From an optimization exercise on the open Yosys and OpenROAD flow, aimed at small area; shortcuts taken in it are not production practice.
Only simulation tests tie the RTL to the original design; equivalence was not proved.
Power figures rest on the tool's default switching activity, not on a simulated workload.

## the reference run
## reverse_impact_detector_unit
module reverse_impact_detector_unit #(
  parameter int unsigned SPEED_DEPTH = rid_pkg::SPEED_DEPTH_DEF,
  parameter int unsigned ACCEL_DEPTH = rid_pkg::ACCEL_DEPTH_DEF
) (
  input  logic                            clk_i,
  input  logic                            rst_ni,
  input  logic                            s_axis_tvalid,
  output logic                            s_axis_tready,
  input  logic [rid_pkg::IN_DATA_W-1:0]   s_axis_tdata,
  input  logic [rid_pkg::CMD_W-1:0]       s_axis_tuser,
  output logic                            m_axis_tvalid,
  input  logic                            m_axis_tready,
  output logic [rid_pkg::OUT_DATA_W-1:0]  m_axis_tdata,
  input  logic                            cfg_we_i,
  input  logic [rid_pkg::REG_IDX_W-1:0]   cfg_idx_i,
  input  logic [rid_pkg::REG_DATA_W-1:0]  cfg_data_i
);
For scale: ~4700 cells after synthesis, roughly 180 I/O pins, about 79000 µm² of cells after synthesis.
export LEC_CHECK = 0
export ABC_AREA = 1
export CAP_MARGIN = 20
export CORE_MARGIN = 2
export CORE_UTILIZATION = 70
export PLACE_DENSITY = 0.78
export SLEW_MARGIN = 20
create_clock -name core_clock -period 10.0 [get_ports {clk_i}]
standard.sh (not shown) runs the stock make flow with config.mk's settings and CLKGATE_MAP_FILE= SYNTH_SCRIPT=/design/flow/synth_recipe.tcl, a recipe that flattens the netlist after the stock synthesis.
==> flow/flow/run.sh <==
#!/bin/bash
# Layout flow: the standard synthesis (standard.sh synth, unchanged), then a second ABC
# mapping of the combinational logic only (flow/remap.sh; every flip-flop instance is kept
# as it is, with its name and cell), then the standard layout steps with a leaner clock tree
# (clkbuf_8 leaves over clusters of at most 20 sinks, no dummy loads), the smallest port
# buffers, and more rounds of antenna repair after detailed routing.
# Each tool's output goes to a log file of its own in this folder.
set -e
export CTS_ARGS="-sink_clustering_enable -repair_clock_nets -sink_clustering_size 20 -sink_clustering_max_diameter 55 -buf_list sky130_fd_sc_hd__clkbuf_8 -dont_use_dummy_load"
export BUFFER_PORTS_ARGS="-buffer_cell sky130_fd_sc_hd__buf_1"
export MAX_REPAIR_ANTENNAS_ITER_DRT=15
bash standard.sh synth > standard_synth.log 2>&1
bash flow/remap.sh > remap.log 2>&1
bash standard.sh > standard.log 2>&1
Other scripts of this flow, unchanged in this note and not shown: flow/flow/remap.sh
What the trial run does differently from the reference run at the input level:
diff --git a/flow/flow/run.sh b/flow/flow/run.sh
--- a/flow/flow/run.sh
+++ b/flow/flow/run.sh
@@ -4,3 +4,3 @@
 # as it is, with its name and cell), then the standard layout steps with a leaner clock tree
-# (clkbuf_8 leaves over clusters of at most 20 sinks, no dummy loads), the smallest port
+# (clkbuf_8 leaves over clusters of at most 21 sinks, no dummy loads), the smallest port
 # buffers, and more rounds of antenna repair after detailed routing.
@@ -8,3 +8,3 @@
 set -e
-export CTS_ARGS="-sink_clustering_enable -repair_clock_nets -sink_clustering_size 20 -sink_clustering_max_diameter 55 -buf_list sky130_fd_sc_hd__clkbuf_8 -dont_use_dummy_load"
+export CTS_ARGS="-sink_clustering_enable -repair_clock_nets -sink_clustering_size 21 -sink_clustering_max_diameter 50 -buf_list sky130_fd_sc_hd__clkbuf_8 -dont_use_dummy_load"
 export BUFFER_PORTS_ARGS="-buffer_cell sky130_fd_sc_hd__buf_1"
Findings:
Combined global-route utilization of all metal layers: the reference run vs the trial run, no meaningful difference
On net switching fraction of the power, the trial run and the reference run are neck and neck.
Final area delta (the reference run -> the trial run): insignificant
Going from the reference run to the trial run, arrival time at the worst endpoint up 0.04 ns, static leakage power flat, clock power share down 0.2 points.

Another version of the RTL of reverse_impact_detector_unit (not shown whole).
Size in the first run: roughly 180 I/O pins, roughly 79000 um^2 of cells after synthesis.
## reverse_impact_detector_unit
module reverse_impact_detector_unit #(
  parameter int unsigned SPEED_DEPTH = rid_pkg::SPEED_DEPTH_DEF,
  parameter int unsigned ACCEL_DEPTH = rid_pkg::ACCEL_DEPTH_DEF
) (
  input  logic                            clk_i,
  input  logic                            rst_ni,
  input  logic                            s_axis_tvalid,
  output logic                            s_axis_tready,
  input  logic [rid_pkg::IN_DATA_W-1:0]   s_axis_tdata,
  input  logic [rid_pkg::CMD_W-1:0]       s_axis_tuser,
  output logic                            m_axis_tvalid,
  input  logic                            m_axis_tready,
  output logic [rid_pkg::OUT_DATA_W-1:0]  m_axis_tdata,
  input  logic                            cfg_we_i,
  input  logic [rid_pkg::REG_IDX_W-1:0]   cfg_idx_i,
  input  logic [rid_pkg::REG_DATA_W-1:0]  cfg_data_i
);
Settings: LEC_CHECK=0, ABC_AREA=1, CAP_MARGIN=20, CORE_MARGIN=2, CORE_UTILIZATION=65, PLACE_DENSITY=0.72, SLEW_MARGIN=20; clock period 10.0 ns.
==> flow/flow/run.sh <==
#!/bin/bash
# Layout flow: the standard synthesis (standard.sh synth, unchanged), then a second ABC
# mapping of the combinational logic only (flow/remap.sh; every flip-flop instance is kept
# as it is, with its name and cell), then the standard layout steps with a leaner clock tree
# (clkbuf_8 leaves over clusters of at most 16 sinks, no dummy loads), the smallest port
# buffers, and more rounds of antenna repair after detailed routing.
# Each tool's output goes to a log file of its own in this folder.
set -e
export CTS_ARGS="-sink_clustering_enable -repair_clock_nets -sink_clustering_size 16 -sink_clustering_max_diameter 45 -buf_list sky130_fd_sc_hd__clkbuf_8 -dont_use_dummy_load"
export BUFFER_PORTS_ARGS="-buffer_cell sky130_fd_sc_hd__buf_1"
export MAX_REPAIR_ANTENNAS_ITER_DRT=15
bash standard.sh synth > standard_synth.log 2>&1
bash flow/remap.sh > remap.log 2>&1
bash standard.sh > standard.log 2>&1
Other scripts of this flow, unchanged in this note and not shown: flow/flow/remap.sh
Edit:
--- a/flow/flow/run.sh
+++ b/flow/flow/run.sh
@@ -4,3 +4,3 @@
 # as it is, with its name and cell), then the standard layout steps with a leaner clock tree
-# (clkbuf_8 leaves over clusters of at most 16 sinks, no dummy loads), the smallest port
+# (clkbuf_8 leaves over clusters of at most 18 sinks, no dummy loads), the smallest port
 # buffers, and more rounds of antenna repair after detailed routing.
@@ -8,3 +8,3 @@
 set -e
-export CTS_ARGS="-sink_clustering_enable -repair_clock_nets -sink_clustering_size 16 -sink_clustering_max_diameter 45 -buf_list sky130_fd_sc_hd__clkbuf_8 -dont_use_dummy_load"
+export CTS_ARGS="-sink_clustering_enable -repair_clock_nets -sink_clustering_size 18 -sink_clustering_max_diameter 50 -buf_list sky130_fd_sc_hd__clkbuf_8 -dont_use_dummy_load"
 export BUFFER_PORTS_ARGS="-buffer_cell sky130_fd_sc_hd__buf_1"
--- a/flow/config.mk
+++ b/flow/config.mk
@@ -10,4 +10,4 @@
 export CORE_MARGIN = 2
-export CORE_UTILIZATION = 65
-export PLACE_DENSITY = 0.72
+export CORE_UTILIZATION = 70
+export PLACE_DENSITY = 0.78
 export SLEW_MARGIN = 20
=> The new run completed without violations; total power is lower by 3.0%; utilization grows by 4.2 points; via count falls by 0.45%; design area goes down by 1.1%; clock power went down by 9.9%.

==> static timing again, ports no longer ideal <==
The results above use ideal ports. As a check the final layouts listed here were re-extracted and re-timed, cells and wires unchanged.
Step 1 sets driving cells, clkbuf_16 on the clock port and buf_2 on the other inputs (assumed; they add their load-dependent delay and slew).
Step 2 adds t to the input delays and takes it off the output delays; t is the mean of the earliest and latest rising clock arrival at the registers after step 1. Input paths then give back, and output paths get back, about the clock's delay inside the block.
a / b / c = no drivers / after step 1 / after step 2; a / b = the first two.
| run | t, ns | setup slack, ns | hold WS [ns] | worst setup path at the end |
|---|---|---|---|---|
| the reference run | 0.919 | 4.079 / 4.079 / 4.079 | 0.287 / 0.287 / 0.287 | register to register |
| the trial run | 0.899 | 4.058 / 4.058 / 4.058 | 0.245 / 0.245 / 0.245 | register to register |
| the first run of note 2 | 1.012 | 3.969 / 3.969 / 3.297 | 0.273 / 0.273 / 0.273 | input to register |
| the second run of note 2 | 0.942 | 3.794 / 3.794 / 3.365 | 0.269 / 0.269 / 0.269 | input to register |
After both steps every run listed still meets setup and hold. The setup slack of the first run of note 2, which loses most, moves by 0.000 ns with the drivers and by -0.672 ns with both steps.
